Background: an optimization exercise with open tools, aiming at small area. Do not read the settings as production practice. Only simulation tests tie the RTL to the original design; equivalence was not proved. Power figures rest on the tool's default switching activity, not on a simulated workload.

Setup of harbor:
==> flow/design.v <==
package regfile_pkg;
  typedef enum logic [1:0] {
    IDLE  = 2'd0,
    SWEEP = 2'd1,
    DONE  = 2'd2
  } clr_state_e;
endpackage
module regfile_clr_seq
#(
  parameter int DEPTH = 32,
  parameter int AW    = $clog2(DEPTH)
) (
  input  logic          clk_i,
  input  logic          r_i,
  input  logic          clr_req_i,
  output logic [AW-1:0] index_o,
  output logic          sweep_we_o,
  output logic          clr_busy_o,
  output logic          clr_done_o
);
  localparam logic [AW-1:0] LAST = AW'(DEPTH - 1);
  regfile_pkg::clr_state_e    state_q, state_d;
  logic [AW-1:0] index_q, index_d;
  always_ff @(posedge clk_i) begin
    if (r_i) begin
      state_q <= regfile_pkg::IDLE;
      index_q <= '0;
    end else begin
      state_q <= state_d;
      index_q <= index_d;
    end
  end
  always_comb begin
    state_d = state_q;
    index_d = index_q;
    case (state_q)
      regfile_pkg::IDLE: begin
        if (clr_req_i) begin
          state_d = regfile_pkg::SWEEP;
          index_d = '0;
        end
      end
      regfile_pkg::SWEEP: begin
        index_d = index_q + AW'(1);
        if (index_q == LAST) begin
          state_d = regfile_pkg::DONE;
          index_d = '0;
        end
      end
      regfile_pkg::DONE:    state_d = regfile_pkg::IDLE;
      default: state_d = regfile_pkg::IDLE;
    endcase
  end
  assign index_o    = index_q;
  assign sweep_we_o = (state_q == regfile_pkg::SWEEP);
  assign clr_busy_o = (state_q != regfile_pkg::IDLE);
  assign clr_done_o = (state_q == regfile_pkg::DONE);
endmodule
module param_register_file
#(
  parameter int N        = 32,
  parameter int DEPTH    = 32,
  parameter int ZERO_REG = 1,
  localparam int AW      = $clog2(DEPTH)
) (
  input  logic          Clk,
  input  logic          R,
  input  logic          En,
  input  logic [AW-1:0] WAddr,
  input  logic [N-1:0]  D,
  input  logic [AW-1:0] RAddrA,
  input  logic [AW-1:0] RAddrB,
  input  logic          ClrReq,
  output logic [N-1:0]  QA,
  output logic [N-1:0]  QB,
  output logic          ClrBusy,
  output logic          ClrDone
);
  localparam int LO = (ZERO_REG != 0) ? 1 : 0;
  logic [N-1:0]  mem_q [DEPTH];
  logic [DEPTH-1:0] valid_q;
  logic [AW-1:0] ra_q, rb_q;
  logic [AW-1:0] sweep_idx;
  logic          sweep_we;
  regfile_clr_seq #(
    .DEPTH (DEPTH),
    .AW    (AW)
  ) u_clr_seq (
    .clk_i      (Clk),
    .r_i        (R),
    .clr_req_i  (ClrReq),
    .index_o    (sweep_idx),
    .sweep_we_o (sweep_we),
    .clr_busy_o (ClrBusy),
    .clr_done_o (ClrDone)
  );
  always_ff @(posedge Clk) begin
    ra_q <= RAddrA;
    rb_q <= RAddrB;
  end
  for (genvar i = 0; i < DEPTH; i++) begin : g_ent
    if (i < LO) begin : g_zero
      assign mem_q[i]   = '0;
      assign valid_q[i] = 1'b0;
    end else begin : g_reg
      logic we;
      assign we = En && !ClrBusy && (WAddr == AW'(i));
      always_ff @(posedge Clk) begin
        if (we) mem_q[i] <= D;
      end
      always_ff @(posedge Clk) begin
        if (R) valid_q[i] <= 1'b0;
        else if (we) valid_q[i] <= 1'b1;
        else if (sweep_we && (sweep_idx == AW'(i))) valid_q[i] <= 1'b0;
      end
    end
  end
  logic [DEPTH-1:0] sel_a, sel_b;
  logic [N-1:0]     mem_t [DEPTH];   
  always_comb begin
    for (int i = 0; i < DEPTH; i++) begin
      sel_a[i] = valid_q[i] && (ra_q == AW'(i));
      sel_b[i] = valid_q[i] && (rb_q == AW'(i));
    end
  end
  for (genvar b = 0; b < N; b++) begin : g_bit
    logic [DEPTH-LO-1:0] col;
    for (genvar i = LO; i < DEPTH; i++) begin : g_col
      assign col[i-LO] = mem_q[i][b];
    end
    regfile_rd_or #(.NE(DEPTH-LO)) u_rd_a (.d_i(col), .sel_i(sel_a[DEPTH-1:LO]), .q_o(QA[b]));
    regfile_rd_or #(.NE(DEPTH-LO)) u_rd_b (.d_i(col), .sel_i(sel_b[DEPTH-1:LO]), .q_o(QB[b]));
  end
endmodule
module regfile_rd_or
#(
  parameter int NE = 31
) (
  input  logic [NE-1:0] d_i,
  input  logic [NE-1:0] sel_i,
  output logic          q_o
);
  localparam int NG = NE / 3;
  localparam int NR = NE - 3 * NG;
  logic [NG-1:0] grp_n;
  logic          rest;
  for (genvar g = 0; g < NG; g++) begin : g_grp
    regfile_aoi222 u_aoi (.d_i(d_i[3*g +: 3]), .s_i(sel_i[3*g +: 3]), .y_no(grp_n[g]));
  end
  if (NR > 0) begin : g_rest
    assign rest = |(d_i[NE-1 -: NR] & sel_i[NE-1 -: NR]);
  end else begin : g_norest
    assign rest = 1'b0;
  end
  assign q_o = ~&grp_n | rest;
endmodule
module regfile_aoi222 (
  input  logic [2:0] d_i,
  input  logic [2:0] s_i,
  output logic       y_no
);
  assign y_no = ~|(d_i & s_i);
endmodule
==> flow/config.mk <==
export PLATFORM = sky130hd
export DESIGN_NAME = param_register_file
export DESIGN_NICKNAME = param_register_file
export VERILOG_FILES = /design/flow/design.v
export SDC_FILE = /design/flow/constraint.sdc
export NUM_CORES = 4
export LEC_CHECK = 0
export CAP_MARGIN = 20
export CORE_MARGIN = 2
export CORE_UTILIZATION = 70
export CTS_CLUSTER_DIAMETER = 80
export CTS_CLUSTER_SIZE = 25
export PLACE_DENSITY = 0.8
export SLEW_MARGIN = 20
export SYNTH_HIERARCHICAL = 1
export SYNTH_MINIMUM_KEEP_SIZE = 0
==> flow/constraint.sdc <==
create_clock -name core_clock -period 6.0 [get_ports {Clk}]
set_input_delay 1.2000 -clock core_clock [delete_from_list [all_inputs] [get_ports {Clk}]]
set_output_delay 1.2000 -clock core_clock [all_outputs]
set_load 0.01 [all_outputs]
standard.sh (not shown) runs the stock make flow with config.mk's settings and CLKGATE_MAP_FILE= SYNTH_SCRIPT=/design/flow/synth_recipe.tcl, a recipe that flattens the netlist after the stock synthesis.
==> flow/flow/run.sh <==
#!/bin/bash
# The standard layout, except that the port buffers are buf_1 cells instead of
# the slow clkdlybuf4s50_1 cells buffer_ports picks by default. Every input and
# output port still gets its own buffer.
set -euo pipefail
bash standard.sh "BUFFER_PORTS_ARGS=-buffer_cell sky130_fd_sc_hd__buf_1" finish > standard_flow.log 2>&1
harbor finished every stage and its layout cleared the timing, design-rule and antenna checks.
Setup changes, harbor to ember
- changing CTS_CLUSTER_DIAMETER from 80 to 100
- changing SLEW_MARGIN from 20 to 10
- changing CTS_CLUSTER_SIZE from 25 to 30
- changing CAP_MARGIN from 20 to 10
Notes after the runs:
ember: no failed stages, no open violations at the end. In the tables for ember and harbor, fraction of power consumed by sequential logic reads higher with ember. ember ends up with a register fraction of the total cell area that is 0.30 points higher than in harbor. ember vs. harbor: final wirelength shrank by 0.31%, count of placed standard cells in the final layout, fillers left out held steady.
Input-level comparison between zinc and ember:
- swapping 100 for 80 in CTS_CLUSTER_DIAMETER
- swapping 30 for 25 in CTS_CLUSTER_SIZE
- swapping 10 for 20 in SLEW_MARGIN
- swapping 10 for 20 in CAP_MARGIN
==> flow/flow/run.sh <==
#!/bin/bash
# The standard layout, except that the port buffers are buf_2 cells instead of
# the slow clkdlybuf4s50_1 cells buffer_ports picks by default. Every input and
# output port still gets its own buffer.
set -euo pipefail
bash standard.sh "BUFFER_PORTS_ARGS=-buffer_cell sky130_fd_sc_hd__buf_2" finish > standard_flow.log 2>&1
Notes after the runs:
All of ember and zinc finish clean.
zinc vs. ember: worst hold slack across all endpoints went down; wire length of the first global-routing pass went down; design area went up; total design power went up.
### zinc -> tundra
- PLACE_DENSITY: 0.8 -> 0.7
- CORE_UTILIZATION: 70 -> 60
==> flow/run.sh (new file) <==
#!/bin/bash
# synth_recipe.tcl (not shown) runs the flow's synth.tcl, then flattens the netlist and writes it again
# the make line also repeats each setting of config.mk as NAME=value (left out here)
make -C /OpenROAD-flow-scripts/flow DESIGN_CONFIG=/design/flow/config.mk WORK_HOME=/design/flow/orfs CLKGATE_MAP_FILE= SYNTH_SCRIPT=/design/flow/synth_recipe.tcl finish
removed: flow/flow/run.sh
removed: flow/standard.sh
- Compared with zinc, in tundra global-route wire length before repair climbed about 11%; flop-to-flop setup slack up 0.36 ns; number of gates given a new drive strength after cts comparable; depth of the worst hold-timing path roughly the same; floorplan die area increased 0.0098 mm².
- Relative to zinc, sequential share of layout area has decreased by 1.7 points in tundra.
- The worst slack at placement of tundra was inferior to that of zinc.
- tundra: flow completed, timing, DRC and antenna clean
- Routed length per instance (higher): tundra
- Relative to zinc, the final period utilization of tundra is higher by 4.9 points.

==> re-timing with driven ports <==
Ports are ideal in the flow. The routed layouts listed here were re-timed in OpenROAD.
Step 1 (the two cells are an assumption about what drives the block):
set clk [get_ports {Clk}]
set_driving_cell -lib_cell sky130_fd_sc_hd__clkbuf_16 $clk
set_driving_cell -lib_cell sky130_fd_sc_hd__buf_2 [delete_from_list [all_inputs] $clk]
Step 2 adds t to the input delays and takes it off the output delays; t is the mean of the earliest and latest rising clock arrival at the registers after step 1. Input paths then give back, and output paths get back, about the clock's delay inside the block.
Slacks: ideal / step 1 / step 2; pairs: ideal / step 1.
| run | shift t [ns] | slack for setup (ns) | pins driven straight from the clock port |
|---|---|---|---|
| harbor | 0.698 | 0.783 / 0.719 / 1.417 | 1 |
| ember | 0.692 | 0.809 / 0.744 / 1.436 | 1 |
| zinc | 0.699 | 0.962 / 0.898 / 1.597 | 1 |
| tundra | 0.709 | 0.666 / 0.600 / 1.309 | 1 |
After both steps every run listed still meets setup and hold.
